Background: an optimization exercise with open tools, aiming at small area, a short achievable clock period and few clock cycles per item. Do not read the settings as production practice. Function was checked by simulation only, so behaviour that the tests miss may differ from the original. Power is estimated from default activity; no workload was simulated.

## flow/design.v (module list and top-level ports; edited modules follow where they fit)
// module array_mul_top: 2105 lines
// module mul_fa: 4 lines
// module mul_ha: 4 lines
module array_mul_top (
   input  logic        clk,
   input  logic        arst_n,
   input  logic        in_valid,
   input  logic        para_mode,
   input  logic [15:0] a,
   input  logic [15:0] b,
   output logic        out_valid,
   output logic [31:0] p
);
  // ...
==> flow/flow/run.sh <==
#!/bin/bash
# Own layout flow: the standard flow (standard.sh, unchanged steps) with three changes:
# port buffers of sky130_fd_sc_hd__buf_2, the delay cells (clkdlybuf4s*, dlygate*, dlymetal*)
# added to the platform's don't-use list so that repair uses plain buffers, and CTS without
# dummy loads. make's full output goes to orfs_make.log here; each ORFS step also keeps its
# own log under orfs/logs/.
set -euo pipefail
bash standard.sh "BUFFER_PORTS_ARGS=-buffer_cell sky130_fd_sc_hd__buf_1" \
  "DONT_USE_CELLS=sky130_fd_sc_hd__probe_p_8 sky130_fd_sc_hd__probec_p_8 sky130_fd_sc_hd__lpflow_bleeder_1 sky130_fd_sc_hd__lpflow_clkbufkapwr_1 sky130_fd_sc_hd__lpflow_clkbufkapwr_16 sky130_fd_sc_hd__lpflow_clkbufkapwr_2 sky130_fd_sc_hd__lpflow_clkbufkapwr_4 sky130_fd_sc_hd__lpflow_clkbufkapwr_8 sky130_fd_sc_hd__lpflow_clkinvkapwr_1 sky130_fd_sc_hd__lpflow_clkinvkapwr_16 sky130_fd_sc_hd__lpflow_clkinvkapwr_2 sky130_fd_sc_hd__lpflow_clkinvkapwr_4 sky130_fd_sc_hd__lpflow_clkinvkapwr_8 sky130_fd_sc_hd__lpflow_decapkapwr_12 sky130_fd_sc_hd__lpflow_decapkapwr_3 sky130_fd_sc_hd__lpflow_decapkapwr_4 sky130_fd_sc_hd__lpflow_decapkapwr_6 sky130_fd_sc_hd__lpflow_decapkapwr_8 sky130_fd_sc_hd__lpflow_inputiso0n_1 sky130_fd_sc_hd__lpflow_inputiso0p_1 sky130_fd_sc_hd__lpflow_inputiso1n_1 sky130_fd_sc_hd__lpflow_inputiso1p_1 sky130_fd_sc_hd__lpflow_inputisolatch_1 sky130_fd_sc_hd__lpflow_isobufsrc_1 sky130_fd_sc_hd__lpflow_isobufsrc_16 sky130_fd_sc_hd__lpflow_isobufsrc_2 sky130_fd_sc_hd__lpflow_isobufsrc_4 sky130_fd_sc_hd__lpflow_isobufsrc_8 sky130_fd_sc_hd__lpflow_isobufsrckapwr_16 sky130_fd_sc_hd__lpflow_lsbuf_lh_hl_isowell_tap_1 sky130_fd_sc_hd__lpflow_lsbuf_lh_hl_isowell_tap_2 sky130_fd_sc_hd__lpflow_lsbuf_lh_hl_isowell_tap_4 sky130_fd_sc_hd__lpflow_lsbuf_lh_isowell_4 sky130_fd_sc_hd__lpflow_lsbuf_lh_isowell_tap_1 sky130_fd_sc_hd__lpflow_lsbuf_lh_isowell_tap_2 sky130_fd_sc_hd__lpflow_lsbuf_lh_isowell_tap_4  sky130_fd_sc_hd__clkdlybuf4s15_1 sky130_fd_sc_hd__clkdlybuf4s15_2 sky130_fd_sc_hd__clkdlybuf4s18_1 sky130_fd_sc_hd__clkdlybuf4s18_2 sky130_fd_sc_hd__clkdlybuf4s25_1 sky130_fd_sc_hd__clkdlybuf4s25_2 sky130_fd_sc_hd__clkdlybuf4s50_1 sky130_fd_sc_hd__clkdlybuf4s50_2 sky130_fd_sc_hd__dlygate4sd1_1 sky130_fd_sc_hd__dlygate4sd2_1 sky130_fd_sc_hd__dlygate4sd3_1 sky130_fd_sc_hd__dlymetal6s2s_1 sky130_fd_sc_hd__dlymetal6s4s_1 sky130_fd_sc_hd__dlymetal6s6s_1" \
  "CTS_ARGS=-sink_clustering_enable -repair_clock_nets -dont_use_dummy_load -buf_list {sky130_fd_sc_hd__clkbuf_4 sky130_fd_sc_hd__clkbuf_8} -sink_clustering_size 20" \
  finish > orfs_make.log 2>&1
==> flow/standard.sh <==
#!/bin/bash
# synth_recipe.tcl (not shown) runs the flow's synth.tcl, then flattens the netlist and writes it again
# the make line also repeats each setting of config.mk as NAME=value (left out here)
make -C /OpenROAD-flow-scripts/flow DESIGN_CONFIG=/design/flow/config.mk WORK_HOME=/design/flow/orfs CLKGATE_MAP_FILE= SYNTH_SCRIPT=/design/flow/synth_recipe.tcl "${@:-finish}"
==> flow/config.mk <==
export PLATFORM = sky130hd
export DESIGN_NAME = array_mul_top
export DESIGN_NICKNAME = array_mul_top
export VERILOG_FILES = /design/flow/design.v
export SDC_FILE = /design/flow/constraint.sdc
export NUM_CORES = 4
export LEC_CHECK = 0
export CAP_MARGIN = 20
export CORE_MARGIN = 2
export CORE_UTILIZATION = 40
export CTS_BUF_LIST = sky130_fd_sc_hd__clkbuf_4 sky130_fd_sc_hd__clkbuf_8
export CTS_CLUSTER_SIZE = 20
export SETUP_SLACK_MARGIN = 3.4
export SLEW_MARGIN = 20
export SYNTH_HIERARCHICAL = 1
export SYNTH_MINIMUM_KEEP_SIZE = 0
==> flow/constraint.sdc <==
create_clock -name core_clock -period 6.0 [get_ports {clk}]
set_input_delay 1.2000 -clock core_clock [delete_from_list [all_inputs] [get_ports {clk}]]
set_output_delay 1.2000 -clock core_clock [all_outputs]
set_load 0.01 [all_outputs]
==> results.py, run 1 <==
metrics = {
    "logic_synthesis": {
        "yosysUniqueCellTypes": 39,
        "synth_top_area_frac": 0.402,
        "synth.avg_cell_area_sq_um": 12.1,
        "synth.area.top_cells": "dfxtp_1 40%, fa_1 36%, nand2_1 8.3%, ha_1 2.9%, buf_4 2.1%",
        "synth_top_family_by_area": "adder cells",
    },
    "detailed_routing": {
        "drtPass1Iterations": 5,
    },
    "power_and_ir_drop": {
        "seq_power_w": 0.00226,
        "power_frac_seq": 0.404,
        "peakVddDrop_v": 0.000226,
        "powerClk_w": 0.00117,
        "p_sw_w": 0.00192,
        "p_comb_frac": 0.386,
    },
    "clock_network": {
        "ctsResizeCount": 64,
        "ctsRootBufferMaster": "clkbuf_8",
    },
    "final_layout": {
        "top_register": "vld",
        "nonClkBufAreaFrac": 0.0288,
        "diodes": 0,
        "n_all_inverters": 14,
        "mostFrequentLayoutCell": "dfxtp_1",
        "area_growth_pct": 11.2,
    },
    "floorplan": {
        "placementRows": 62,
        "chipWidth_um": 175,
        "core_region_area_sq_um": 28700,
        "die_area_sq_um": 30500,
        "taps": 384,
    },
    "critical_path": {
        "cp.arrival_ns": 2.96,
        "crit_cells": 5,
        "reg2reg_from": "fs122_q2",
        "cp-endpoint": "fs104_q1",
        "cp_common_cell": "fa_1",
    },
    "run_status": {
        "outcome": "timing/DRC/antenna clean",
    },
    "global_route": {
        "grt-ovfl-total": 0,
        "grt_pass1_wl_um": 40000,
    },
    "timing": {
        "max_clock_freq_ghz": 0.386,
    },
    "place": {
        "dpl-instance-area_sq_um": 12100,
    },
    "worst_hold_path": {
        "hold_depth": 0,
    },
}
Testbench counts, summed over its fixed seeds: cycles 4,016, items 4,000.
==> inputs of run 2 (changes only) <==
--- a/flow/config.mk
+++ b/flow/config.mk
@@ -12,3 +12,3 @@
 export CTS_CLUSTER_SIZE = 20
-export SETUP_SLACK_MARGIN = 3.4
+export SETUP_SLACK_MARGIN = 3.45
 export SLEW_MARGIN = 20
==> run 2 against run 1 <==
  * Still clean
  * Hold slack barely moved
  * Sequential power barely moved
  * Via count rose by 0.72%
  * Non-clock buffer count rose by 22
  * Core utilization rose by 0.58 points
  * Total power fell by 0.49%
  * Die area did not move
  * Setup slack improved by 0.062 ns
  * Clock skew fell by 0.0079 ns
  * Routed wire length fell by 3.0%
  * Final cell count rose by 1.6%
  * Critical path depth did not move
  * Critical path type unchanged
  * Largest cell class unchanged
==> results.py, run 2 <==
metrics = {
    "final_layout": {
        "diodes": 0,
        "finalNonFillerCells": 1398,
        "top_register": "vld",
        "utilization": 0.458,
        "area_growth_pct": 12.6,
        "layout.nets": 1289,
        "fill_cells": 2685,
        "final_cell_mix": "234 x dfxtp_1, 209 x nand2_1, 172 x fa_1, 48 x buf_1, 47 x nand2_2",
        "mostFrequentLayoutCell": "dfxtp_1",
        "final_layout_size_suffix_gt1_frac": 0.205,
        "largest_reg_flops": 3,
    },
    "timing": {
        "finClkSkew_ns": 0.0645,
        "period_minus_slack_ns": 2.53,
        "drv_slew": 0,
        "tns_ns": 0,
        "worst_slew_pin_slew_ns": 0.726,
        "whs_ns": 0.323,
        "max_slew_margin": 0.516,
        "setup_violations": 0,
        "finalHoldViolCount": 0,
        "rsz0062_at_grt": "false",
        "finalCritPeriodShare": 0.421,
        "max_clock_freq_ghz": 0.396,
    },
    "clock_network": {
        "ctsRootBufferMaster": "clkbuf_8",
        "cts_made_buffers": 41,
        "clk_pin_slew_ns": 0.06,
        "htree_levels": 2,
        "clockBufferDepth": 3,
        "cts-hold-fix-buffers": 0,
        "clk_latency_ns": 0.54,
        "clock_sinks": 237,
        "cts_tree": "yes",
    },
    "logic_synthesis": {
        "yosysSeqAreaShare": 0.408,
        "netlist_instances": 962,
        "async_flop_share": 0.0127,
        "synth.avg_cell_area_sq_um": 12.1,
        "synth_edf_count": 0,
        "synth_warnings": 7,
        "yosys.area.top_type": "dfxtp_1",
        "synth-seq-cells": 237,
        "post-synth-top-count-cell": "nand2_1",
        "ys_top_cells_by_count": "257 x nand2_1, 234 x dfxtp_1, 210 x fa_1, 63 x clkbuf_1, 32 x buf_4",
        "yosysUniqueCellTypes": 39,
        "syn_area_sq_um": 11700,
        "synth_top_area_frac": 0.402,
        "synth.area.top_cells": "dfxtp_1 40%, fa_1 36%, nand2_1 8.3%, ha_1 2.9%, buf_4 2.1%",
        "synth_flop_cell": "dfxtp_1",
    },
    "detailed_routing": {
        "routedWlPerCell_um": 16.8,
        "viasPerCell": 4.73,
        "antenna_left": 0,
        "drc": 0,
        "drtPass1Iterations": 4,
        "routed_wl_um": 23500,
        "drt_iter0_drc": 334,
        "vias": 6616,
    },
    "critical_path": {
        "cp.arrival_ns": 2.88,
        "end_kind": "flip-flop",
        "start_kind": "input port",
        "criticalPathCategory": "in2reg",
        "crit_fanout": 16,
        "crit_required_ns": 6.35,
    },
    "global_route": {
        "grt_pass1_wl_um": 39100,
        "grt_max_degree": 17,
        "grt_pass1_vias": 7311,
        "antenna_found_initial": 2,
        "grt_use_total": 0.164,
        "grt-ovfl-total": 0,
    },
    "worst_hold_path": {
        "hold_class": "reg2reg",
    },
    "power_and_ir_drop": {
        "leakage_nw": 4.79,
        "peakVddDrop_v": 0.000202,
        "p_total_w": 0.00556,
        "power_per_cell_area_nw_per_um2": 423,
    },
    "floorplan": {
        "start_util": 0.406,
        "dieHeight_um": 175,
        "core_region_area_sq_um": 28700,
        "num_io_pins": 69,
        "placementRows": 62,
        "die_area_sq_um": 30500,
        "chipWidth_um": 175,
    },
    "place": {
        "dp_hpwl_um": 17400,
        "place_congestion": 0.848,
        "post-place-cells": 1328,
        "port_buffers": 68,
    },
    "run_status": {
        "outcome": "timing/DRC/antenna clean",
    },
    "run": {
        "maxCapViolCount": 0,
    },
}
## run 2: cell counts after synthesis
Identical to the previous run, type by type.
## run 2: cell families after synthesis
kind of cell               after synthesis  share of synthesized area
AOI/OAI and AO/OA                       50                     0.0334
other                                    1                   0.000321
and+or+nand+nor                        306                      0.107
adders and majority gates              237                      0.389
DFF                                    237                      0.408
xor gates and xnor gates                22                     0.0165
buffers and inverters                  109                     0.0454
## run 2: worst max-delay path, stage by stage
cell and delay (ns):
buf_4 0.25, nor2b_4 0.29, nand2_2 0.09, fa_2 0.59
fa_1 0.44
## run 2: worst paths after layout
path | start | end | slack (ns) | cells past startpoint
worst max-delay path | para_mode | fs152_q1 | 3.47 | 5
worst min-delay path | sm5_q2 | sm5_q3 | 0.32 | 0
worst max register to register | fc102_q1 | fs135_q2 | 3.52 | 4
worst min register to register | sm5_q2 | sm5_q3 | 0.32 | 0
max in group asynchronous | arst_n | vld[2] | 5.33 | 1
min in group asynchronous | arst_n | vld[1] | 0.52 | 1
## run 2: per-module statistics from Yosys (local to each module, per instance)
module         cells inside  flip-flops and latches
array_mul_top           752                     237
mul_fa                    1                       0
## run 2: repair_timing
item / 4_1_cts / 5_1_grt
endpoints found under the setup margin: 107 / 6
pin swaps: 0 / 2
resized for setup: 68 / 3
setup buffers: 12 / 17
## run 2: metrics by stage
| step | instance area (sq um) | setup WS, ns |
|---|---|---|
| 2_1_floorplan | 12500 | 3.24 |
| 3_3_place_gp | 12200 | 2.26 |
| 3_5_place_dp | 12200 | 2.27 |
| 4_1_cts | 13000 | 3.47 |
| 5_1_grt | 13100 | 3.45 |
| 6_report | 13100 | 3.47 |
## run 2: final cells by class
type,instances,area [sq um],area share
Multi-Input combinational cell,623,6770,0.516
Tap cell,384,480,0.0366
Sequential cell,237,4760,0.362
Clock buffer,41,564,0.0430
Timing Repair Buffer,99,505,0.0385
Inverter,14,52.6,0.00400
## run 2: metal layers
layer  up-vias  track usage  wire (um)
met4         2       0.0528        538
li1       2991            -          -
met1      3349        0.226      10700
met5         -            0          7
met2       222        0.260      10800
met3        52       0.0344       1520
## run 2: report_power, final
part           switching, W  internal [W]
clock              0.000563      0.000601
sequential         0.000189       0.00207
combinational       0.00115      0.000990
==> inputs of run 3 (changes only) <==
--- a/flow/config.mk
+++ b/flow/config.mk
@@ -12,3 +12,3 @@
 export CTS_CLUSTER_SIZE = 20
-export SETUP_SLACK_MARGIN = 3.45
+export SETUP_SLACK_MARGIN = 3.5
 export SLEW_MARGIN = 20
==> run 3 against run 2 <==
  * Still clean
  * Clock power hardly changed
  * Non-clock buffer count is 2 lower
  * Final cell count hardly changed
  * Synthesized cell count stayed put
  * Total power is 1.2% higher
  * Global-route usage hardly changed
  * Synthesized area stayed put
  * First-iteration DRC count is 7.2% higher
  * Hold slack worse by 0.00097 ns
  * Critical path type unchanged
  * Largest cell class unchanged
==> results.py, run 3 <==
metrics = {
    "floorplan": {
        "start_util": 0.406,
        "num_io_pins": 69,
        "core_region_area_sq_um": 28700,
        "die_area_sq_um": 30500,
        "placementRows": 62,
        "dieHeight_um": 175,
        "chipWidth_um": 175,
    },
    "logic_synthesis": {
        "synth_warnings": 7,
        "synth_edf_count": 0,
        "synth.area.top_cells": "dfxtp_1 40%, fa_1 36%, nand2_1 8.3%, ha_1 2.9%, buf_4 2.1%",
        "synth-seq-cells": 237,
        "synth.avg_cell_area_sq_um": 12.1,
        "yosys.area.top_type": "dfxtp_1",
        "ys_top_cells_by_count": "257 x nand2_1, 234 x dfxtp_1, 210 x fa_1, 63 x clkbuf_1, 32 x buf_4",
        "yosysUniqueCellTypes": 39,
        "synth_top_area_frac": 0.402,
        "netlist_instances": 962,
        "post-synth-top-count-cell": "nand2_1",
        "async_flop_share": 0.0127,
        "synth_flop_cell": "dfxtp_1",
        "syn_area_sq_um": 11700,
        "yosysSeqAreaShare": 0.408,
    },
    "timing": {
        "period_minus_slack_ns": 2.50,
        "finClkSkew_ns": 0.0671,
        "finalCritPeriodShare": 0.417,
        "tns_ns": 0,
        "drv_slew": 0,
        "finalHoldViolCount": 0,
        "max_slew_margin": 0.619,
        "setup_violations": 0,
        "worst_slew_pin_slew_ns": 0.565,
        "max_clock_freq_ghz": 0.399,
        "rsz0062_at_grt": "true",
    },
    "global_route": {
        "grt_pass1_wl_um": 39000,
        "antenna_found_initial": 1,
        "grt-ovfl-total": 0,
        "grt_use_total": 0.164,
        "grt_pass1_vias": 7397,
        "grt_max_degree": 17,
    },
    "clock_network": {
        "cts_tree": "yes",
        "cts-hold-fix-buffers": 0,
        "htree_levels": 2,
        "clock_sinks": 237,
        "clk_latency_ns": 0.54,
        "cts_made_buffers": 42,
        "clockBufferDepth": 3,
        "ctsRootBufferMaster": "clkbuf_8",
        "clk_pin_slew_ns": 0.05,
    },
    "run_status": {
        "outcome": "timing/DRC/antenna clean",
    },
    "power_and_ir_drop": {
        "p_sw_w": 0.00192,
        "internal_power_w": 0.00371,
        "clkPwrFrac": 0.207,
        "p_sw_frac": 0.341,
        "p_comb_frac": 0.391,
        "peakVddDrop_v": 0.000226,
        "leakage_nw": 4.81,
        "p_total_w": 0.00562,
        "power_per_cell_area_nw_per_um2": 426,
        "power_frac_seq": 0.403,
    },
    "critical_path": {
        "cp.arrival_ns": 2.93,
        "reg2reg_from": "fs122_q2",
        "criticalPathCategory": "in2reg",
        "crit_start": "a[13]",
        "crit_required_ns": 6.42,
        "crit_fanout": 9,
        "r2r_slack_ns": 3.56,
        "end_kind": "flip-flop",
        "start_kind": "input port",
    },
    "place": {
        "port_buffers": 68,
        "place_congestion": 0.826,
        "dp_hpwl_um": 17500,
    },
    "detailed_routing": {
        "viasPerCell": 4.75,
        "drc": 0,
        "drt_iter0_drc": 358,
        "drtPass1Iterations": 5,
        "routedWlPerCell_um": 17.0,
        "routed_wl_um": 23700,
        "vias": 6631,
        "antenna_left": 0,
    },
    "final_layout": {
        "fill_cells": 2665,
        "diodes": 0,
        "mostFrequentLayoutCell": "dfxtp_1",
        "utilization": 0.460,
        "layout.nets": 1288,
        "top_register": "vld",
        "final_layout_size_suffix_gt1_frac": 0.216,
        "final_cell_mix": "231 x dfxtp_1, 207 x nand2_1, 167 x fa_1, 48 x nand2_2, 48 x buf_1",
        "area_growth_pct": 13.1,
        "largest_reg_flops": 3,
    },
    "run": {
        "maxCapViolCount": 0,
    },
    "worst_hold_path": {
        "hold_class": "reg2reg",
        "hp-start": "p29_q2",
    },
}
run 3: cell count changes in the layout (fill, tap and decap cells not counted), moves of 3 or more:
cell,before,now
buf_2,38,35
buf_6,10,7
buf_8,0,4
dfxtp_1,234,231
dfxtp_2,0,3
fa_1,172,167
fa_2,38,43
run 3: critical path, stage by stage:
cell and delay [ns]:
buf_2 0.19, nor2b_4 0.32, buf_1 0.16, nand2_2 0.07, fa_1 0.56, fa_1 0.41
run 3: path summary, 6_finish.rpt:
path / to / cells past startpoint
max in group asynchronous: vld[2] / 1
min in group asynchronous: vld[1] / 1
worst max-delay path: fs141_q1 / 6
worst min register to register: p29_q3 / 0
worst min-delay path: p29_q3 / 0
worst max register to register: sm21_q3 / 7
run 3: power groups by stage:
stage               Clock, W  Sequential (W)  Combinational, W
floorplan                  0         0.00224           0.00176
global placement           0         0.00230           0.00206
detailed placement         0         0.00230           0.00210
CTS                  0.00122         0.00227           0.00217
global route         0.00129         0.00231           0.00254
finish               0.00116         0.00227           0.00220
run 3: per-module statistics from Yosys (local to each module, per instance):
module | cells inside | area, sq um
array_mul_top | 752 | 7460
mul_fa | 1 | 20.0
run 3: metrics by stage:
stage / cells / setup slack (ns) / hold slack [ns] / area, sq um
floorplan: 969 / 3.24 / 0.310 / 12600
global placement: 1327 / 2.32 / 0.310 / 12200
detailed placement: 1327 / 2.28 / 0.312 / 12200
CTS: 1374 / 3.50 / 0.322 / 13000
global route: 1397 / 3.49 / 0.325 / 13200
finish: 1397 / 3.50 / 0.322 / 13200
run 3: cell families after synthesis:
group | Yosys count | synth area share
xor+xnor | 22 | 0.0165
simple gates | 306 | 0.107
other cells | 1 | 0.000321
compound gates | 50 | 0.0334
flops | 237 | 0.408
fa+ha+maj | 237 | 0.389
buf+inv | 109 | 0.0454
run 3: routing by layer:
layer,global-route usage,vias up,part of all wire
met5,0,-,0.00055
met4,0.0559,2,0.022
met3,0.0400,47,0.073
met2,0.265,226,0.47
met1,0.216,3373,0.43
li1,-,2983,-
run 3: timing repair:
item	4_1_cts	5_1_grt
pin swaps	2	12
endpoints found under the setup margin	118	32
gates resized for setup	69	11
buffers inserted	5	23
run 3: final cells by class:
type,count,area [sq um],share of cell area
clock buffers,42,578,0.0438
flip-flops and latches,237,4760,0.361
inverters,14,52.6,0.00398
repair buffers,97,514,0.0390
well taps,384,480,0.0364
multi-input cells,623,6800,0.516
==> inputs of run 4 (changes only) <==
--- a/flow/config.mk
+++ b/flow/config.mk
@@ -12,3 +12,3 @@
 export CTS_CLUSTER_SIZE = 20
-export SETUP_SLACK_MARGIN = 3.5
+export SETUP_SLACK_MARGIN = 3.6
 export SLEW_MARGIN = 20
==> run 4 against run 3 <==
  * Still clean
  * Hold slack barely moved
  * Global-route usage rose by 0.25 points
  * Final cell count rose by 0.50%
  * Synthesized area did not move
  * Synthesized cell count did not move
  * Core utilization rose by 0.96 points
  * Via count rose by 0.35%
  * Non-clock buffer count rose by 6
  * Clock power rose by 3%
  * Critical endpoint is now hs6_q2
==> results.py, run 4 <==
metrics = {
    "timing": {
        "period_minus_slack_ns": 2.44,
        "max_slew_margin": 0.607,
        "worst_slew_pin_slew_ns": 0.583,
        "worst_slack_ns": 3.56,
        "drv_slew": 0,
        "whs_ns": 0.322,
        "finalHoldViolCount": 0,
        "max_clock_freq_ghz": 0.410,
        "finalCritPeriodShare": 0.407,
        "rsz0062_at_grt": "true",
        "finClkSkew_ns": 0.0258,
        "tns_ns": 0,
        "setup_violations": 0,
    },
    "logic_synthesis": {
        "synth_flop_cell": "dfxtp_1",
        "netlist_instances": 962,
        "synth.avg_cell_area_sq_um": 12.1,
        "synth_edf_count": 0,
        "yosysSeqAreaShare": 0.408,
        "yosys.area.top_type": "dfxtp_1",
        "post-synth-top-count-cell": "nand2_1",
        "yosysUniqueCellTypes": 39,
        "async_flop_share": 0.0127,
        "syn_area_sq_um": 11700,
        "ys_top_cells_by_count": "257 x nand2_1, 234 x dfxtp_1, 210 x fa_1, 63 x clkbuf_1, 32 x buf_4",
        "synth-seq-cells": 237,
        "synth.area.top_cells": "dfxtp_1 40%, fa_1 36%, nand2_1 8.3%, ha_1 2.9%, buf_4 2.1%",
        "synth_top_area_frac": 0.402,
        "synth_warnings": 7,
    },
    "detailed_routing": {
        "viasPerCell": 4.74,
        "vias": 6654,
        "drc": 0,
        "drtPass1Iterations": 6,
        "drt_iter0_drc": 326,
        "antenna_left": 0,
        "routedWlPerCell_um": 17.0,
        "routed_wl_um": 23900,
    },
    "place": {
        "post-place-cells": 1328,
        "pre_cts_ws_ns": 2.32,
        "place_congestion": 0.832,
        "dp_hpwl_um": 17800,
        "port_buffers": 68,
    },
    "critical_path": {
        "worstReg2RegEnd": "hs6_q2",
        "reg2reg_from": "fc67_q1",
        "r2r_cells": 4,
        "worstPathCellList": "fa_1, fa_1, fa_1, fa_1",
        "slowest_delay_ns": 0.54,
        "criticalPathCategory": "reg2reg",
        "cpMaxStageDelayCell": "fa_1",
        "crit_fanout": 1,
        "start_kind": "flip-flop",
        "cp-endpoint": "hs6_q2",
        "crit_start": "fc67_q1",
        "r2r_slack_ns": 3.56,
        "crit_required_ns": 6.38,
        "cp_common_cell": "fa_1",
        "end_kind": "flip-flop",
        "cp.arrival_ns": 2.82,
    },
    "final_layout": {
        "largest_reg_flops": 3,
        "final_layout_size_suffix_gt1_frac": 0.266,
        "fill_cells": 2614,
        "mostFrequentLayoutCell": "dfxtp_1",
        "area_growth_pct": 15.4,
        "finalNonFillerCells": 1404,
        "top_register": "vld",
        "layout.nets": 1295,
        "seq_area_sq_um": 4770,
        "multiInputGateArea_sq_um": 6930,
        "diodes": 0,
        "final_cell_mix": "229 x dfxtp_1, 201 x nand2_1, 144 x fa_1, 66 x fa_2, 52 x nand2_2",
    },
    "clock_network": {
        "cts_made_buffers": 43,
        "clk_latency_ns": 0.53,
        "htree_levels": 2,
        "clk_pin_slew_ns": 0.06,
        "cts-hold-fix-buffers": 0,
        "clock_sinks": 237,
        "ctsRootBufferMaster": "clkbuf_8",
        "clockBufferDepth": 3,
        "cts_tree": "yes",
    },
    "floorplan": {
        "num_io_pins": 69,
        "core_region_area_sq_um": 28700,
        "start_util": 0.406,
        "dieHeight_um": 175,
        "placementRows": 62,
        "die_area_sq_um": 30500,
        "chipWidth_um": 175,
    },
    "global_route": {
        "grt_max_degree": 17,
        "grt-ovfl-total": 0,
        "grt_pass1_vias": 7674,
        "grt_use_total": 0.166,
        "antenna_found_initial": 0,
        "grt_pass1_wl_um": 39500,
    },
    "worst_hold_path": {
        "hold_class": "reg2reg",
    },
    "run_status": {
        "outcome": "timing/DRC/antenna clean",
    },
    "power_and_ir_drop": {
        "leakage_nw": 4.93,
        "power_per_cell_area_nw_per_um2": 427,
        "peakVddDrop_v": 0.000239,
    },
    "run": {
        "maxCapViolCount": 0,
    },
}
run 4: cell counts after synthesis:
Identical to the previous run, type by type.
run 4: repair_timing:
item | CTS | global route
endpoints found under the hold margin | 0 | 0
pin swaps | 19 | 19
gates resized for setup | 82 | 45
buffers inserted | 22 | 11
setup endpoints to repair | 135 | 58
run 4: where the power goes:
| part | switching (W) | total [W] | internal, W |
|---|---|---|---|
| clock | 0.000567 | 0.00120 | 0.000628 |
| sequential | 0.000195 | 0.00227 | 0.00207 |
| combinational | 0.00120 | 0.00229 | 0.00108 |
| total | 0.00197 | 0.00575 | 0.00378 |
run 4: through the flow:
step	instance area, sq um	utilization	power, W
after floorplan	12700	-	0.00403
after global placement	12300	0.427	0.00439
after detailed placement	12300	0.427	0.00444
after CTS	13300	0.462	0.00577
after global routing	13500	0.469	0.00629
final	13500	0.469	0.00575
run 4: per-module statistics from Yosys, one instance, submodules excluded:
module / times used / cells inside / cell area, sq um
mul_fa: 210 / 1 / 20.0
array_mul_top: 1 / 752 / 7460
run 4: area by class of cell:
| cell class | instances | area share |
|---|---|---|
| multi-input combinational | 623 | 0.515 |
| sequential | 237 | 0.354 |
| timing repair buffer | 103 | 0.0480 |
| clock buffer | 43 | 0.0439 |
| tap | 384 | 0.0357 |
| inverter | 14 | 0.00390 |
run 4: worst max-delay path, delay by kind of cell (launching register included):
family | cells | cell delay (ns)
flops | 1 | 0.34
fa+ha+maj | 4 | 1.96
run 4: worst min path at each step:
stage,startpoint,end,cells after the start
6_report,sm3_q2,sm3_q3,0
2_1_floorplan,p0_q1,p0_q2,0
5_1_grt,sm3_q2,sm3_q3,0
3_3_place_gp,sm7_q2,sm7_q3,0
3_5_place_dp,p29_q2,p29_q3,0
4_1_cts,sm6_q2,sm6_q3,0
run 4: layer usage:
layer,up-vias,wire length [um],global-route usage
li1,3003,-,-
met1,3374,10700,0.223
met2,229,11200,0.268
met3,48,1520,0.0385
met4,0,517,0.0545
met5,-,0,0
run 4: cells by family (layout without fill, tap and decap cells):
group | after synthesis | count (layout) | share of synthesized area
other | 1 | 8 | 0.000321
AO/OA/AOI/OAI | 50 | 50 | 0.0334
adder cells (fa/ha/maj) | 237 | 237 | 0.389
buffers and inverters | 109 | 160 | 0.0454
flip-flops | 237 | 237 | 0.408
AND/OR/NAND/NOR | 306 | 306 | 0.107
XOR/XNOR | 22 | 22 | 0.0165
==> inputs of run 5 (changes only) <==
--- a/flow/config.mk
+++ b/flow/config.mk
@@ -12,3 +12,3 @@
 export CTS_CLUSTER_SIZE = 20
-export SETUP_SLACK_MARGIN = 3.6
+export SETUP_SLACK_MARGIN = 3.55
 export SLEW_MARGIN = 20
==> run 5 against run 4 <==
  * Sequential share of layout area up 0.26 points
  * Cell area down 0.81%
  * Global-route usage up 0.18 points
  * Register-to-register slack about the same
  * Still clean on timing, DRC and antenna
  * Clock skew up 0.0055 ns
  * Count of clock-buffer cells in the layout down 1
  * Final cell count up 0.14%
  * Sequential cell count unchanged
  * Clock power about the same
  * Largest cell class unchanged
  * Combinational power down 2%
  * Hold slack worse by 0.012 ns
  * Setup slack worse by 0.0063 ns
==> results.py, run 5 <==
metrics = {
    "place": {
        "port_buffers": 68,
        "pre_cts_ws_ns": 2.29,
        "place_congestion": 0.844,
        "dp_hpwl_um": 17700,
    },
    "global_route": {
        "grt_use_total": 0.168,
        "grt_pass1_wl_um": 40100,
        "grt_pass1_vias": 7644,
        "antenna_found_initial": 0,
        "grt_max_degree": 17,
        "grt-ovfl-total": 0,
    },
    "detailed_routing": {
        "drtPass1Iterations": 5,
        "antenna_left": 0,
        "viasPerCell": 4.75,
        "routedWlPerCell_um": 17.2,
        "drt_iter0_drc": 347,
        "drc": 0,
        "vias": 6677,
        "routed_wl_um": 24100,
    },
    "worst_hold_path": {
        "hold_depth": 0,
        "hold_class": "reg2reg",
        "hp-start": "sm5_q2",
        "hold_end": "sm5_q3",
    },
    "critical_path": {
        "start_kind": "input port",
        "worstReg2RegEnd": "sm21_q3",
        "worstPathCellList": "buf_6, nor2b_4, buf_8, nand2_2, fa_1, fa_1",
        "end_kind": "flip-flop",
        "r2r_cells": 7,
        "cp_top_family": "adder cells",
        "cp_common_cell": "fa_1",
        "slowest_delay_ns": 0.61,
        "criticalPathCategory": "in2reg",
        "crit_required_ns": 6.38,
        "r2r_slack_ns": 3.57,
        "cpMaxStageDelayCell": "fa_1",
        "path_buf_inv": 2,
        "crit_fanout": 16,
        "cp.arrival_ns": 2.83,
        "reg2reg_from": "fc108_q2",
    },
    "final_layout": {
        "layout.nets": 1297,
        "seq_area_sq_um": 4760,
        "largest_reg_flops": 3,
        "top_register": "vld",
        "diodes": 0,
        "final_cell_mix": "232 x dfxtp_1, 203 x nand2_1, 159 x fa_1, 51 x nand2_2, 51 x fa_2",
        "final_layout_size_suffix_gt1_frac": 0.241,
        "fill_cells": 2665,
        "mostFrequentLayoutCell": "dfxtp_1",
        "area_growth_pct": 14.5,
        "multiInputGateArea_sq_um": 6860,
    },
    "timing": {
        "period_minus_slack_ns": 2.45,
        "finClkSkew_ns": 0.0313,
        "finalHoldViolCount": 0,
        "finalCritPeriodShare": 0.408,
        "worst_slack_ns": 3.55,
        "max_clock_freq_ghz": 0.409,
        "worst_slew_pin_slew_ns": 0.529,
        "setup_violations": 0,
        "rsz0062_at_grt": "true",
        "tns_ns": 0,
        "whs_ns": 0.310,
        "max_slew_margin": 0.644,
        "drv_slew": 0,
    },
    "power_and_ir_drop": {
        "power_frac_seq": 0.399,
        "p_sw_frac": 0.343,
        "clkPwrFrac": 0.206,
        "p_comb_frac": 0.395,
        "peakVddDrop_v": 0.000187,
        "power_per_cell_area_nw_per_um2": 425,
        "leakage_nw": 4.88,
        "internal_power_w": 0.00373,
        "p_sw_w": 0.00195,
    },
    "clock_network": {
        "ctsRootBufferMaster": "clkbuf_8",
        "clockBufferDepth": 3,
        "cts_tree": "yes",
        "clock_sinks": 237,
        "clk_pin_slew_ns": 0.06,
        "cts_made_buffers": 42,
        "cts-hold-fix-buffers": 0,
        "clk_latency_ns": 0.53,
        "htree_levels": 2,
    },
    "floorplan": {
        "chipWidth_um": 175,
        "placementRows": 62,
        "num_io_pins": 69,
        "start_util": 0.406,
        "core_region_area_sq_um": 28700,
        "die_area_sq_um": 30500,
        "dieHeight_um": 175,
    },
    "logic_synthesis": {
        "syn_area_sq_um": 11700,
        "synth-seq-cells": 237,
        "synth_warnings": 7,
        "post-synth-top-count-cell": "nand2_1",
        "synth_flop_cell": "dfxtp_1",
        "ys_top_cells_by_count": "257 x nand2_1, 234 x dfxtp_1, 210 x fa_1, 63 x clkbuf_1, 32 x buf_4",
        "synth.avg_cell_area_sq_um": 12.1,
        "yosys.area.top_type": "dfxtp_1",
        "synth.area.top_cells": "dfxtp_1 40%, fa_1 36%, nand2_1 8.3%, ha_1 2.9%, buf_4 2.1%",
        "synth_top_area_frac": 0.402,
        "synth_edf_count": 0,
        "netlist_instances": 962,
        "yosysUniqueCellTypes": 39,
        "yosysSeqAreaShare": 0.408,
        "async_flop_share": 0.0127,
    },
    "run_status": {
        "outcome": "timing/DRC/antenna clean",
    },
    "run": {
        "maxCapViolCount": 0,
    },
}
## run 5: changes by cell type in the layout (fill, tap and decap cells not counted), sizes merged
cell / delta
buf: +4
clkbuf: -2
## run 5: worst max-delay path by stage
stage                          from       end  slack, ns  cells past startpoint
after global placement    para_mode  fs141_q1       2.30                      5
final                     para_mode  fs117_q1       3.55                      6
after floorplan           para_mode  fs117_q1       3.24                      6
after detailed placement      a[12]  fs141_q1       2.29                      5
after global routing       fc108_q2   sm21_q3       3.49                      7
after CTS                  fs122_q2   sm31_q3       3.50                      7
## run 5: worst register-to-register path: cells and delay by family, from the launching register on
family                   cells  cell delay (ns)
AND/OR/NAND/NOR              3             0.81
adder cells (fa/ha/maj)      2             0.78
AO/OA/AOI/OAI                2             0.40
flip-flops                   1             0.32
## run 5: through the flow
stage                     cell area [sq um]  cells  total power, W  utilization
after floorplan                       12700    969         0.00401            -
after global placement                12200   1327         0.00438        0.426
after detailed placement              12200   1327         0.00443        0.426
after CTS                             13200   1389         0.00573        0.459
after global routing                  13400   1406         0.00622        0.465
final                                 13400   1406         0.00567        0.465
## run 5: layer usage
layer | routed length (um) | GRT usage | part of all wire | up-vias
met5 | 0 | 0 | 0 | -
met4 | 665 | 0.0608 | 0.028 | 0
met3 | 1700 | 0.0400 | 0.070 | 57
met2 | 11200 | 0.267 | 0.46 | 253
met1 | 10600 | 0.225 | 0.44 | 3366
li1 | - | - | - | 3001
## run 5: repair_timing
item | in CTS | in global routing
buffers inserted | 20 | 17
hold endpoints to repair | 0 | 0
resized for setup | 76 | 27
endpoints found under the setup margin | 131 | 35
pin swaps | 9 | 15
cloned | 0 | 0
## run 5: cell families after synthesis
| family | after synthesis | share of synthesized area |
|---|---|---|
| buffers and inverters | 109 | 0.0454 |
| adders and majority gates | 237 | 0.389 |
| and+or+nand+nor | 306 | 0.107 |
| AOI/OAI and AO/OA | 50 | 0.0334 |
| xor gates and xnor gates | 22 | 0.0165 |
| other | 1 | 0.000321 |
| DFF | 237 | 0.408 |
## run 5: power by group through the flow
stage / Sequential, W / Combinational, W / Clock, W
global placement: 0.00229 / 0.00209 / 0
finish: 0.00226 / 0.00224 / 0.00117
CTS: 0.00227 / 0.00223 / 0.00123
global route: 0.00231 / 0.00261 / 0.00131
detailed placement: 0.00230 / 0.00213 / 0
floorplan: 0.00224 / 0.00176 / 0
## run 5: cell type report
| cell class | instances | share of cell area |
|---|---|---|
| timing repair buffer | 106 | 0.0465 |
| clock buffer | 42 | 0.0433 |
| sequential | 237 | 0.357 |
| inverter | 14 | 0.00393 |
| multi-input combinational | 623 | 0.514 |
| tap | 384 | 0.0360 |
## run 5: Yosys stat by module, one instance, submodules excluded
module         cells inside  copies in the design
mul_fa                    1                   210
array_mul_top           752                     1
==> inputs of run 6 (changes only) <==
--- a/flow/config.mk
+++ b/flow/config.mk
@@ -12,3 +12,3 @@
 export CTS_CLUSTER_SIZE = 20
-export SETUP_SLACK_MARGIN = 3.55
+export SETUP_SLACK_MARGIN = 3.8
 export SLEW_MARGIN = 20
==> run 6 against run 5 <==
  * Final cell count increased by 2.6%
  * Cell area increased by 8.5%
  * Combinational power increased by 16%
  * Non-clock buffer count increased by 35
  * Clock power about the same
  * Register-to-register slack about the same
  * Hold slack improved by 0.010 ns
  * Still clean
  * Setup slack improved by 0.013 ns
  * Via count increased by 3.9%
  * Largest cell class unchanged
==> results.py, run 6 <==
metrics = {
    "detailed_routing": {
        "drt_iter0_drc": 360,
        "routed_wl_um": 25200,
        "routedWlPerCell_um": 17.4,
        "antenna_left": 0,
        "vias": 6936,
        "viasPerCell": 4.81,
        "drtPass1Iterations": 5,
        "drc": 0,
    },
    "logic_synthesis": {
        "synth.area.top_cells": "dfxtp_1 40%, fa_1 36%, nand2_1 8.3%, ha_1 2.9%, buf_4 2.1%",
        "syn_area_sq_um": 11700,
        "yosysUniqueCellTypes": 39,
        "netlist_instances": 962,
        "synth-seq-cells": 237,
        "async_flop_share": 0.0127,
        "synth_top_area_frac": 0.402,
        "synth.avg_cell_area_sq_um": 12.1,
        "post-synth-top-count-cell": "nand2_1",
        "synth_flop_cell": "dfxtp_1",
        "synth_edf_count": 0,
        "yosysSeqAreaShare": 0.408,
        "yosys.area.top_type": "dfxtp_1",
        "ys_top_cells_by_count": "257 x nand2_1, 234 x dfxtp_1, 210 x fa_1, 63 x clkbuf_1, 32 x buf_4",
        "synth_warnings": 7,
    },
    "final_layout": {
        "diodes": 0,
        "fill_cells": 2480,
        "final_layout_size_suffix_gt1_frac": 0.418,
        "seq_area_sq_um": 4790,
        "multiInputGateArea_sq_um": 7330,
        "largest_reg_flops": 3,
        "mostFrequentLayoutCell": "dfxtp_1",
        "top_register": "vld",
        "layout.nets": 1333,
        "finalNonFillerCells": 1442,
        "area_growth_pct": 24.3,
        "final_cell_mix": "212 x dfxtp_1, 164 x nand2_1, 130 x fa_2, 80 x fa_1, 75 x nand2_2",
    },
    "critical_path": {
        "r2r_cells": 4,
        "crit_required_ns": 6.38,
        "path_buf_inv": 0,
        "criticalPathCategory": "reg2reg",
        "worstPathCellList": "fa_1, fa_1, fa_2, fa_2",
        "slowest_delay_ns": 0.56,
        "reg2reg_from": "fc78_q1",
        "crit_fanout": 1,
        "start_kind": "flip-flop",
        "worstReg2RegEnd": "hs7_q2",
        "crit_start": "fc78_q1",
        "r2r_slack_ns": 3.57,
        "cp_top_family": "adder cells",
        "cp.arrival_ns": 2.82,
        "cpMaxStageDelayCell": "fa_1",
        "end_kind": "flip-flop",
    },
    "clock_network": {
        "clockBufferDepth": 3,
        "cts-hold-fix-buffers": 0,
        "ctsRootBufferMaster": "clkbuf_8",
        "clock_sinks": 237,
        "clk_pin_slew_ns": 0.06,
        "cts_made_buffers": 43,
        "cts_tree": "yes",
        "htree_levels": 2,
        "clk_latency_ns": 0.53,
    },
    "global_route": {
        "grt-ovfl-total": 0,
        "antenna_found_initial": 0,
        "grt_use_total": 0.174,
        "grt_pass1_vias": 7834,
        "grt_max_degree": 17,
        "grt_pass1_wl_um": 41000,
    },
    "power_and_ir_drop": {
        "power_per_cell_area_nw_per_um2": 418,
        "internal_power_w": 0.00400,
        "leakage_nw": 5.37,
        "p_total_w": 0.00606,
        "p_comb_frac": 0.427,
        "peakVddDrop_v": 0.000227,
        "p_sw_w": 0.00207,
        "power_frac_seq": 0.376,
        "clkPwrFrac": 0.198,
        "p_sw_frac": 0.341,
    },
    "floorplan": {
        "dieHeight_um": 175,
        "num_io_pins": 69,
        "chipWidth_um": 175,
        "core_region_area_sq_um": 28700,
        "start_util": 0.406,
        "placementRows": 62,
        "die_area_sq_um": 30500,
    },
    "run_status": {
        "outcome": "timing/DRC/antenna clean",
    },
    "worst_hold_path": {
        "hold_end": "sm6_q3",
        "hold_class": "reg2reg",
        "hold_depth": 0,
        "hp-start": "sm6_q2",
    },
    "timing": {
        "finalHoldViolCount": 0,
        "whs_ns": 0.320,
        "max_clock_freq_ghz": 0.411,
        "worst_slew_pin_slew_ns": 0.580,
        "rsz0062_at_grt": "true",
        "period_minus_slack_ns": 2.43,
        "setup_violations": 0,
        "drv_slew": 0,
        "finalCritPeriodShare": 0.406,
        "finClkSkew_ns": 0.0290,
        "tns_ns": 0,
        "max_slew_margin": 0.609,
    },
    "place": {
        "post-place-cells": 1329,
        "place_congestion": 0.812,
        "dp_hpwl_um": 17700,
        "port_buffers": 68,
    },
    "run": {
        "maxCapViolCount": 0,
    },
}
[run 6: cell types whose count changed in the layout (fill, tap and decap cells not counted), sizes merged]
cell / delta
buf: +44
clkbuf: -8
[run 6: modules after synthesis, one instance, submodules excluded]
module / copies in the design / cells / cell area, sq um
array_mul_top: 1 / 752 / 7460
mul_fa: 210 / 1 / 20.0
[run 6: cell families (layout without fill, tap and decap cells)]
| group | after synthesis | in the layout | share of synthesized area |
|---|---|---|---|
| and+or+nand+nor | 306 | 306 | 0.107 |
| adders and majority gates | 237 | 237 | 0.389 |
| DFF | 237 | 237 | 0.408 |
| buffers and inverters | 109 | 198 | 0.0454 |
| AOI/OAI and AO/OA | 50 | 50 | 0.0334 |
| xor gates and xnor gates | 22 | 22 | 0.0165 |
| other | 1 | 8 | 0.000321 |
[run 6: how the worst max path moves through the flow]
stage | end | slack (ns) | cells past startpoint
after CTS | cg77_q3 | 3.55 | 8
after global placement | fs57_q1 | 2.20 | 5
after floorplan | fs117_q1 | 3.24 | 6
after global routing | hs7_q2 | 3.51 | 4
final | hs7_q2 | 3.57 | 4
after detailed placement | fs57_q1 | 2.16 | 5
[run 6: what timing repair did]
action,CTS,global route
gates resized for setup,249,108
setup endpoints to repair,193,105
gates cloned,1,0
pin swaps,60,59
buffers inserted,54,15
[run 6: per-layer routing]
layer | up-vias | track usage | part of all wire
met4 | 0 | 0.0583 | 0.023
met5 | - | 0 | 0
met1 | 3549 | 0.232 | 0.44
met2 | 252 | 0.282 | 0.47
met3 | 50 | 0.0366 | 0.064
li1 | 3085 | - | -
[run 6: stage by stage]
stage	setup slack, ns	area [sq um]	utilization
detailed placement	2.16	12400	0.432
CTS	3.55	14100	0.491
global placement	2.20	12400	0.432
finish	3.57	14500	0.505
floorplan	3.24	12900	-
global route	3.51	14500	0.505
[run 6: area by class of cell]
cell class                 count  area share
timing repair buffer         141      0.0868
inverter                      14     0.00362
tap                          384      0.0331
sequential                   237       0.330
clock buffer                  43      0.0408
multi-input combinational    623       0.505
[run 6: power groups by stage]
stage | logic, W | registers, W | clock network, W
detailed placement | 0.00218 | 0.00230 | 0
global route | 0.00297 | 0.00233 | 0.00132
CTS | 0.00247 | 0.00227 | 0.00126
floorplan | 0.00181 | 0.00225 | 0
global placement | 0.00213 | 0.00229 | 0
finish | 0.00259 | 0.00228 | 0.00120
==> inputs of run 7 (changes only) <==
--- a/flow/config.mk
+++ b/flow/config.mk
@@ -12,3 +12,3 @@
 export CTS_CLUSTER_SIZE = 20
-export SETUP_SLACK_MARGIN = 3.8
+export SETUP_SLACK_MARGIN = 3.7
 export SLEW_MARGIN = 20
==> run 7 against run 6 <==
  * Non-clock buffer count down 15
  * Via count down 2.2%
  * Global-route usage down 0.30 points
  * Sequential cell count unchanged
  * Critical path depth up 3
  * Setup slack better by 0.015 ns
==> results.py, run 7 <==
metrics = {
    "critical_path": {
        "r2r_slack_ns": 3.58,
        "worstReg2RegEnd": "sm31_q3",
        "end_kind": "flip-flop",
        "reg2reg_from": "fc108_q2",
        "r2r_cells": 7,
        "criticalPathCategory": "reg2reg",
        "crit_fanout": 5,
        "start_kind": "flip-flop",
        "crit_start": "fc108_q2",
        "cp-endpoint": "sm31_q3",
        "crit_required_ns": 6.45,
        "cp.arrival_ns": 2.87,
    },
    "global_route": {
        "grt_max_degree": 17,
        "grt-ovfl-total": 0,
        "grt_pass1_wl_um": 40400,
        "grt_use_total": 0.171,
        "antenna_found_initial": 0,
        "grt_pass1_vias": 7465,
    },
    "clock_network": {
        "clk_latency_ns": 0.55,
        "clock_sinks": 237,
        "ctsRootBufferMaster": "clkbuf_8",
        "htree_levels": 2,
        "clk_pin_slew_ns": 0.06,
        "cts_made_buffers": 43,
        "clockBufferDepth": 3,
        "cts_tree": "yes",
        "cts-hold-fix-buffers": 0,
    },
    "timing": {
        "finalCritPeriodShare": 0.403,
        "finalHoldViolCount": 0,
        "max_slew_margin": 0.657,
        "drv_slew": 0,
        "worst_slew_pin_slew_ns": 0.509,
        "tns_ns": 0,
        "period_minus_slack_ns": 2.42,
        "finClkSkew_ns": 0.0344,
        "max_clock_freq_ghz": 0.413,
        "setup_violations": 0,
        "rsz0062_at_grt": "true",
        "whs_ns": 0.309,
    },
    "detailed_routing": {
        "drc": 0,
        "routedWlPerCell_um": 17.4,
        "routed_wl_um": 24900,
        "viasPerCell": 4.75,
        "vias": 6785,
        "antenna_left": 0,
        "drtPass1Iterations": 5,
        "drt_iter0_drc": 423,
    },
    "logic_synthesis": {
        "syn_area_sq_um": 11700,
        "synth.area.top_cells": "dfxtp_1 40%, fa_1 36%, nand2_1 8.3%, ha_1 2.9%, buf_4 2.1%",
        "synth_flop_cell": "dfxtp_1",
        "post-synth-top-count-cell": "nand2_1",
        "yosys.area.top_type": "dfxtp_1",
        "synth-seq-cells": 237,
        "netlist_instances": 962,
        "synth_warnings": 7,
        "synth_top_area_frac": 0.402,
        "async_flop_share": 0.0127,
        "yosysSeqAreaShare": 0.408,
        "ys_top_cells_by_count": "257 x nand2_1, 234 x dfxtp_1, 210 x fa_1, 63 x clkbuf_1, 32 x buf_4",
        "synth.avg_cell_area_sq_um": 12.1,
        "yosysUniqueCellTypes": 39,
        "synth_edf_count": 0,
    },
    "place": {
        "place_congestion": 0.807,
        "port_buffers": 68,
        "dp_hpwl_um": 17500,
    },
    "floorplan": {
        "chipWidth_um": 175,
        "start_util": 0.406,
        "dieHeight_um": 175,
        "core_region_area_sq_um": 28700,
        "placementRows": 62,
        "die_area_sq_um": 30500,
        "num_io_pins": 69,
    },
    "run_status": {
        "outcome": "timing/DRC/antenna clean",
    },
    "final_layout": {
        "largest_reg_flops": 3,
        "diodes": 0,
        "fill_cells": 2570,
        "layout.nets": 1318,
        "mostFrequentLayoutCell": "dfxtp_1",
        "area_growth_pct": 19.0,
        "top_register": "vld",
        "final_cell_mix": "223 x dfxtp_1, 187 x nand2_1, 120 x fa_1, 90 x fa_2, 64 x nand2_2",
        "final_layout_size_suffix_gt1_frac": 0.312,
    },
    "power_and_ir_drop": {
        "power_per_cell_area_nw_per_um2": 426,
        "peakVddDrop_v": 0.000214,
        "leakage_nw": 5.06,
    },
    "worst_hold_path": {
        "hold_depth": 0,
        "hold_class": "reg2reg",
    },
    "run": {
        "maxCapViolCount": 0,
    },
}
[run 7: cell count changes in the layout (fill, tap and decap cells not counted), sizes merged]
cell,delta
buf,-21
clkbuf,+6
[run 7: power breakdown]
group	total (W)	internal [W]	leakage, nW	switching [W]
Sequential	0.00227	0.00207	1.99	0.000201
Clock	0.00121	0.000629	0.309	0.000586
Combinational	0.00243	0.00118	2.76	0.00125
Total	0.00592	0.00388	5.06	0.00204
[run 7: cell families (layout without fill, tap and decap cells)]
logic type	count (synthesis)	in the layout	share of synthesized area
and+or+nand+nor	306	306	0.107
adders and majority gates	237	237	0.389
DFF	237	237	0.408
buffers and inverters	109	183	0.0454
AOI/OAI and AO/OA	50	50	0.0334
xor gates and xnor gates	22	22	0.0165
other	1	8	0.000321
[run 7: timing repair]
item / in CTS / in global routing
gates resized for setup: 134 / 75
buffers inserted: 33 / 23
setup endpoints to repair: 152 / 74
cloned: 1 / 0
pin swaps: 31 / 60
[run 7: worst min-delay path by stage]
| stage | slack [ns] | to | startpoint |
|---|---|---|---|
| after floorplan | 0.31 | p0_q2 | p0_q1 |
| after global placement | 0.31 | p27_q3 | p27_q2 |
| after detailed placement | 0.31 | sm6_q3 | sm6_q2 |
| after CTS | 0.31 | sm4_q3 | sm4_q2 |
| after global routing | 0.31 | sm6_q3 | sm6_q2 |
| final | 0.31 | sm4_q3 | sm4_q2 |
[run 7: modules after synthesis (local to each module, per instance)]
| module | area [sq um] | flops+latches | copies in the design | cells |
|---|---|---|---|---|
| array_mul_top | 7460 | 237 | 1 | 752 |
| mul_fa | 20.0 | 0 | 210 | 1 |
[run 7: through the flow]
| stage | worst slack, ns | area [sq um] | power [W] | instances | util |
|---|---|---|---|---|---|
| 6_report | 3.58 | 13900 | 0.00592 | 1427 | 0.484 |
| 5_1_grt | 3.52 | 13900 | 0.00643 | 1427 | 0.484 |
| 4_1_cts | 3.54 | 13500 | 0.00584 | 1404 | 0.471 |
| 3_5_place_dp | 2.29 | 12300 | 0.00446 | 1327 | 0.429 |
| 3_3_place_gp | 2.34 | 12300 | 0.00439 | 1327 | 0.429 |
| 2_1_floorplan | 3.24 | 12800 | 0.00404 | 969 | - |
[run 7: layout make-up]
| type | count | area (sq um) | share of cell area |
|---|---|---|---|
| multi-input cells | 623 | 7060 | 0.509 |
| flip-flops and latches | 237 | 4770 | 0.344 |
| repair buffers | 126 | 923 | 0.0665 |
| clock buffers | 43 | 592 | 0.0426 |
| well taps | 384 | 480 | 0.0346 |
| inverters | 14 | 52.6 | 0.00378 |
[run 7: metal layers]
layer  GRT usage  up-vias  part of all wire
met5           0        -                 0
met2       0.273      256              0.47
li1            -     3053                 -
met3      0.0355       44             0.064
met4      0.0497        0             0.022
met1       0.236     3432              0.44
[run 7: critical path: stages, from the launching register on]
cell	delay, ns
dfxtp_2	0.32
fa_1	0.57
ha_4	0.21
a21o_1	0.18
a31o_4	0.24
or3_4	0.35
o21a_4	0.24
a221oi_2	0.23
==> inputs of run 8 (changes only) <==
--- a/flow/config.mk
+++ b/flow/config.mk
@@ -12,3 +12,3 @@
 export CTS_CLUSTER_SIZE = 20
-export SETUP_SLACK_MARGIN = 3.7
+export SETUP_SLACK_MARGIN = 3.65
 export SLEW_MARGIN = 20
==> run 8 against run 7 <==
  * Still clean
  * Synthesized area did not move
  * Synthesized cell count did not move
  * Die area did not move
  * Final cell count fell by 0.70%
  * Clock skew rose by 0.054 ns
  * Sequential power barely moved
  * Register-to-register slack barely moved
  * Count of clock-buffer cells in the layout did not move
  * Via count rose by 0.49%
  * Sequential share of layout area rose by 0.49 points
  * Cell area fell by 1.4%
  * Clock power barely moved
==> results.py, run 8 <==
metrics = {
    "logic_synthesis": {
        "yosysUniqueCellTypes": 39,
        "synth-seq-cells": 237,
        "netlist_instances": 962,
        "ys_top_cells_by_count": "257 x nand2_1, 234 x dfxtp_1, 210 x fa_1, 63 x clkbuf_1, 32 x buf_4",
        "synth_top_area_frac": 0.402,
        "post-synth-top-count-cell": "nand2_1",
        "async_flop_share": 0.0127,
        "yosys.area.top_type": "dfxtp_1",
        "synth_edf_count": 0,
        "synth_flop_cell": "dfxtp_1",
        "yosysSeqAreaShare": 0.408,
        "synth_warnings": 7,
        "synth.avg_cell_area_sq_um": 12.1,
        "syn_area_sq_um": 11700,
        "synth.area.top_cells": "dfxtp_1 40%, fa_1 36%, nand2_1 8.3%, ha_1 2.9%, buf_4 2.1%",
    },
    "detailed_routing": {
        "vias": 6818,
        "routed_wl_um": 24900,
        "top_layer_used": "met4",
        "antenna_left": 0,
        "drc": 0,
        "routedWlPerCell_um": 17.6,
        "drt_iter0_drc": 356,
        "drt-met1-wl_um": 11000,
        "wl_met2_um": 11700,
        "wl_met3_um": 1520,
        "drtPass1Iterations": 5,
        "viasPerCell": 4.81,
    },
    "final_layout": {
        "largest_reg_flops": 3,
        "mostFrequentLayoutCell": "dfxtp_1",
        "area_growth_pct": 17.3,
        "final_layout_size_suffix_gt1_frac": 0.288,
        "diodes": 0,
        "top_register": "vld",
        "layout.nets": 1308,
        "finalNonFillerCells": 1417,
        "final_cell_mix": "224 x dfxtp_1, 194 x nand2_1, 129 x fa_1, 81 x fa_2, 59 x nand2_2",
    },
    "timing": {
        "finClkSkew_ns": 0.0887,
        "drv_slew": 0,
        "finalCritPeriodShare": 0.405,
        "finalHoldViolCount": 0,
        "tns_ns": 0,
        "period_minus_slack_ns": 2.43,
        "max_slew_margin": 0.616,
        "setup_violations": 0,
        "rsz0062_at_grt": "true",
        "worst_slew_pin_slew_ns": 0.569,
        "max_clock_freq_ghz": 0.411,
    },
    "place": {
        "place_congestion": 0.833,
        "dp_hpwl_um": 18100,
        "port_buffers": 68,
        "post-place-cells": 1327,
    },
    "clock_network": {
        "clk_pin_slew_ns": 0.06,
        "cts_tree": "yes",
        "clockBufferDepth": 3,
        "cts_made_buffers": 43,
        "htree_levels": 2,
        "cts-hold-fix-buffers": 0,
        "clk_latency_ns": 0.55,
        "clock_sinks": 237,
        "ctsRootBufferMaster": "clkbuf_8",
    },
    "power_and_ir_drop": {
        "p_sw_w": 0.00202,
        "clkPwrFrac": 0.207,
        "p_sw_frac": 0.345,
        "internal_power_w": 0.00383,
        "power_frac_seq": 0.388,
        "power_per_cell_area_nw_per_um2": 428,
        "leakage_nw": 4.98,
        "p_comb_frac": 0.405,
        "peakVddDrop_v": 0.000212,
    },
    "floorplan": {
        "chipWidth_um": 175,
        "die_area_sq_um": 30500,
        "start_util": 0.406,
        "dieHeight_um": 175,
        "num_io_pins": 69,
        "placementRows": 62,
        "core_region_area_sq_um": 28700,
    },
    "run": {
        "maxCapViolCount": 0,
    },
    "worst_hold_path": {
        "hold_class": "reg2reg",
    },
    "critical_path": {
        "cp_common_cell": "fa_1",
        "slowest_delay_ns": 0.56,
        "start_kind": "flip-flop",
        "worstPathCellList": "fa_1, fa_2, fa_1, fa_1",
        "cpMaxStageDelayCell": "fa_2",
        "crit_required_ns": 6.41,
        "crit_fanout": 1,
        "cp.arrival_ns": 2.84,
        "end_kind": "flip-flop",
        "criticalPathCategory": "reg2reg",
    },
    "global_route": {
        "grt_pass1_wl_um": 40800,
        "grt-ovfl-total": 0,
        "grt_pass1_vias": 7696,
        "grt_use_total": 0.172,
        "grt_max_degree": 17,
        "antenna_found_initial": 1,
    },
    "run_status": {
        "outcome": "timing/DRC/antenna clean",
    },
}
[run 8: cell counts after synthesis]
Identical to the previous run, type by type.
[run 8: area by class of cell]
type	instances	area, sq um
clock buffers	43	592
well taps	384	480
inverters	14	52.6
repair buffers	116	786
flip-flops and latches	237	4770
multi-input cells	623	7000
fillers	2592	15000
[run 8: per-module statistics from Yosys (local to each module, per instance)]
module,flops+latches,cells inside
mul_fa,0,1
array_mul_top,237,752
[run 8: critical path, delay by kind of cell (launching register included)]
kind / cells / cell delay (ns)
fa+ha+maj: 4 / 1.97
flops: 1 / 0.32
[run 8: per-stage QoR]
step	hold WS, ns	instance area (sq um)	setup WS, ns	utilization	power (W)
floorplan	0.310	12800	3.24	-	0.00403
detailed placement	0.313	12300	2.29	0.428	0.00447
global placement	0.312	12300	2.35	0.428	0.00440
global route	0.316	13700	3.51	0.477	0.00638
CTS	0.316	13400	3.57	0.468	0.00586
finish	0.320	13700	3.57	0.477	0.00585
[run 8: cells by family after synthesis]
| kind of cell | share of synthesized area |
|---|---|
| simple gates | 0.107 |
| fa+ha+maj | 0.389 |
| flops | 0.408 |
| buf+inv | 0.0454 |
| compound gates | 0.0334 |
| xor+xnor | 0.0165 |
| other cells | 0.000321 |
[run 8: path summary, 6_finish.rpt]
path	depth (start not counted)	to	from	slack, ns
setup / recovery	4	hs5_q2	fc55_q1	3.57
hold / removal	0	sm6_q3	sm6_q2	0.32
setup reg to reg	4	hs5_q2	fc55_q1	3.57
hold reg to reg	0	sm6_q3	sm6_q2	0.32
max in group asynchronous	1	vld[2]	arst_n	5.32
min in group asynchronous	1	vld[0]	arst_n	0.53
[run 8: metal layers]
metal	GRT usage	vias to the layer above
met5	0	-
met4	0.0642	0
met3	0.0366	59
met2	0.278	237
met1	0.228	3494
li1	-	3028
[run 8: what timing repair did]
item	in CTS	in global routing
buffers inserted	45	1
setup endpoints to repair	147	72
pin swaps	23	37
gates cloned	0	1
resized for setup	110	69
endpoints found under the hold margin	0	0
[run 8: power by group through the flow]
stage / registers (W) / clock network (W) / logic (W)
floorplan: 0.00224 / 0 / 0.00179
global placement: 0.00229 / 0 / 0.00211
detailed placement: 0.00230 / 0 / 0.00217
CTS: 0.00227 / 0.00126 / 0.00233
global route: 0.00232 / 0.00133 / 0.00273
finish: 0.00227 / 0.00121 / 0.00237
==> inputs of run 9 (changes only) <==
--- a/flow/config.mk
+++ b/flow/config.mk
@@ -9,6 +9,6 @@
 export CORE_MARGIN = 2
-export CORE_UTILIZATION = 40
+export CORE_UTILIZATION = 50
 export CTS_BUF_LIST = sky130_fd_sc_hd__clkbuf_4 sky130_fd_sc_hd__clkbuf_8
 export CTS_CLUSTER_SIZE = 20
-export SETUP_SLACK_MARGIN = 3.65
+export SETUP_SLACK_MARGIN = 3.6
 export SLEW_MARGIN = 20
==> run 9 against run 8 <==
  * Clock power shrank 5%
  * Fmax fell by 0.17%
  * Hold slack worse by 0.0011 ns
  * First-iteration DRC count increased by 1.4%
  * Highest routed layer is now met5
  * Cell area fell by 1.8%
  * Routed wire length shrank 3.6%
  * Still clean
  * Core utilization is 11 points higher
  * Synthesized area did not move
  * Critical path depth up 1
==> results.py, run 9 <==
metrics = {
    "clock_network": {
        "ctsRootBufferMaster": "clkbuf_8",
        "clk_latency_ns": 0.54,
        "clk_pin_slew_ns": 0.06,
        "clockBufferDepth": 3,
        "cts-hold-fix-buffers": 0,
        "cts_made_buffers": 41,
        "clock_sinks": 237,
        "htree_levels": 2,
        "cts_tree": "yes",
    },
    "worst_hold_path": {
        "hold_class": "reg2reg",
    },
    "timing": {
        "worst_slew_pin_slew_ns": 0.578,
        "whs_ns": 0.319,
        "rsz0062_at_grt": "true",
        "setup_violations": 0,
        "finClkSkew_ns": 0.0529,
        "tns_ns": 0,
        "max_slew_margin": 0.611,
        "period_minus_slack_ns": 2.44,
        "drv_slew": 0,
        "max_clock_freq_ghz": 0.410,
        "finalCritPeriodShare": 0.406,
        "finalHoldViolCount": 0,
    },
    "logic_synthesis": {
        "synth.area.top_cells": "dfxtp_1 40%, fa_1 36%, nand2_1 8.3%, ha_1 2.9%, buf_4 2.1%",
        "synth_flop_cell": "dfxtp_1",
        "yosysSeqAreaShare": 0.408,
        "post-synth-top-count-cell": "nand2_1",
        "async_flop_share": 0.0127,
        "synth-seq-cells": 237,
        "synth_edf_count": 0,
        "synth.avg_cell_area_sq_um": 12.1,
        "ys_top_cells_by_count": "257 x nand2_1, 234 x dfxtp_1, 210 x fa_1, 63 x clkbuf_1, 32 x buf_4",
        "yosysUniqueCellTypes": 39,
        "synth_top_area_frac": 0.402,
        "netlist_instances": 962,
        "yosys.area.top_type": "dfxtp_1",
        "syn_area_sq_um": 11700,
        "synth_warnings": 7,
    },
    "detailed_routing": {
        "vias": 6686,
        "drt_iter0_drc": 361,
        "routed_wl_um": 24000,
        "drtPass1Iterations": 4,
        "viasPerCell": 4.97,
        "antenna_left": 0,
        "routedWlPerCell_um": 17.9,
        "drc": 0,
    },
    "run": {
        "maxCapViolCount": 0,
    },
    "final_layout": {
        "final_layout_size_suffix_gt1_frac": 0.265,
        "layout.nets": 1305,
        "top_register": "vld",
        "fill_cells": 1862,
        "final_cell_mix": "229 x dfxtp_1, 203 x nand2_1, 144 x fa_1, 66 x fa_2, 50 x nand2_2",
        "finalNonFillerCells": 1344,
        "seq_area_sq_um": 4770,
        "multiInputGateArea_sq_um": 6930,
        "area_growth_pct": 15.2,
        "largest_reg_flops": 3,
        "mostFrequentLayoutCell": "dfxtp_1",
    },
    "critical_path": {
        "crit_required_ns": 6.40,
        "end_kind": "flip-flop",
        "start_kind": "flip-flop",
        "crit_fanout": 2,
        "cp.arrival_ns": 2.84,
        "criticalPathCategory": "reg2reg",
    },
    "power_and_ir_drop": {
        "power_per_cell_area_nw_per_um2": 430,
        "p_total_w": 0.00578,
        "peakVddDrop_v": 0.000320,
        "leakage_nw": 4.95,
    },
    "global_route": {
        "grt-ovfl-total": 0,
        "antenna_found_initial": 1,
        "grt_use_total": 0.210,
        "grt_pass1_wl_um": 38800,
        "grt_pass1_vias": 7313,
        "grt_max_degree": 17,
    },
    "floorplan": {
        "dieHeight_um": 157,
        "start_util": 0.512,
        "chipWidth_um": 157,
        "placementRows": 55,
        "die_area_sq_um": 24600,
        "num_io_pins": 69,
        "core_region_area_sq_um": 22800,
    },
    "place": {
        "place_congestion": 0.799,
        "port_buffers": 68,
        "dp_hpwl_um": 17300,
        "post-place-cells": 1256,
    },
    "run_status": {
        "outcome": "timing/DRC/antenna clean",
    },
}
## run 9: cell counts after synthesis
Identical to the previous run, type by type.
## run 9: power by group
part / total, W / switching, W / internal [W]
Combinational: 0.00236 / 0.00123 / 0.00113
Clock: 0.00115 / 0.000549 / 0.000601
Sequential: 0.00227 / 0.000200 / 0.00207
## run 9: path summary, 6_finish.rpt
check                      startpoint  endpoint  slack [ns]  cells after the start
min in group asynchronous      arst_n    vld[1]        0.49                      1
hold reg to reg                sm7_q2    sm7_q3        0.32                      0
setup reg to reg              fs37_q1    p11_q2        3.56                      5
hold / removal                 sm7_q2    sm7_q3        0.32                      0
max in group asynchronous      arst_n    vld[2]        5.35                      1
setup / recovery              fs37_q1    p11_q2        3.56                      5
## run 9: final cells by class
cell class / count / share of cell area
sequential: 237 / 0.355
timing repair buffer: 115 / 0.0547
antenna: 1 / 0.000186
multi-input combinational: 623 / 0.516
clock buffer: 41 / 0.0420
inverter: 14 / 0.00391
tap: 313 / 0.0291
## run 9: layer usage
metal | track usage | wire, um
met2 | 0.335 | 11500
met4 | 0.0533 | 410
met3 | 0.0435 | 1370
met1 | 0.297 | 10700
met5 | 0 | 13
## run 9: per-module statistics from Yosys (local to each module, per instance)
module         cells inside  area [sq um]  times used  flops+latches
mul_fa                    1          20.0         210              0
array_mul_top           752          7460           1            237
## run 9: through the flow
stage          setup WS (ns)   util  instance area [sq um]
2_1_floorplan           3.24      -                  12700
3_3_place_gp            2.29  0.534                  12200
3_5_place_dp            2.30  0.534                  12200
4_1_cts                 3.53  0.583                  13300
5_1_grt                 3.50  0.590                  13400
6_report                3.56  0.590                  13400
## run 9: critical path, cell delays in order (launching register included)
cell and delay (ns):
dfxtp_2 0.33, fa_1 0.57, fa_2 0.48, fa_2 0.38, fa_1 0.52, inv_1 0.04
## run 9: repair_timing
action,4_1_cts,5_1_grt
pin swaps,19,13
resized for setup,83,53
buffers inserted,44,2
setup endpoints to repair,132,53
## run 9: cell families after synthesis
kind of cell    Yosys count  share of synthesized area
compound gates           50                     0.0334
xor+xnor                 22                     0.0165
fa+ha+maj               237                      0.389
buf+inv                 109                     0.0454
flops                   237                      0.408
other cells               1                   0.000321
simple gates            306                      0.107

re-timing with driven ports:
No port has a modelled driver above. Below, the same layouts with a new extraction and two added sets of constraints.
Step 1, drivers: a clkbuf_16 drives clk and a buf_2 each remaining input, both assumed.
Step 2, shift: input delay + t, output delay - t, t = (earliest + latest rising clock arrival at the registers) / 2. This alone moves slack from input paths to output paths.
Three values: ideal ports, drivers, drivers and shift; two values: the first two.
run	t (ns)	setup WS [ns]	hold slack, ns	worst slew at a driven data input, ns	cell pins on the clock port's net
run 1	0.558	3.409 / 3.416 / 2.858	0.323 / 0.323 / 0.323	0.05	1
run 2	0.544	3.472 / 3.469 / 2.925	0.323 / 0.323 / 0.323	0.05	1
run 3	0.551	3.497 / 3.516 / 2.965	0.322 / 0.322 / 0.322	0.07	1
run 4	0.561	3.559 / 3.559 / 3.024	0.322 / 0.322 / 0.322	0.07	1
run 5	0.554	3.553 / 3.544 / 2.990	0.310 / 0.310 / 0.310	0.07	1
run 6	0.566	3.565 / 3.556 / 2.991	0.320 / 0.320 / 0.320	0.22	1
run 7	0.570	3.580 / 3.580 / 3.016	0.309 / 0.309 / 0.309	0.22	1
run 8	0.546	3.568 / 3.568 / 3.049	0.320 / 0.320 / 0.320	0.19	1
run 9	0.553	3.564 / 3.564 / 3.059	0.319 / 0.319 / 0.319	0.06	1
After both steps setup and hold are still met in every run listed. The setup slack of run 6, which loses most, moves by -0.009 ns with the drivers and by -0.574 ns with both steps.
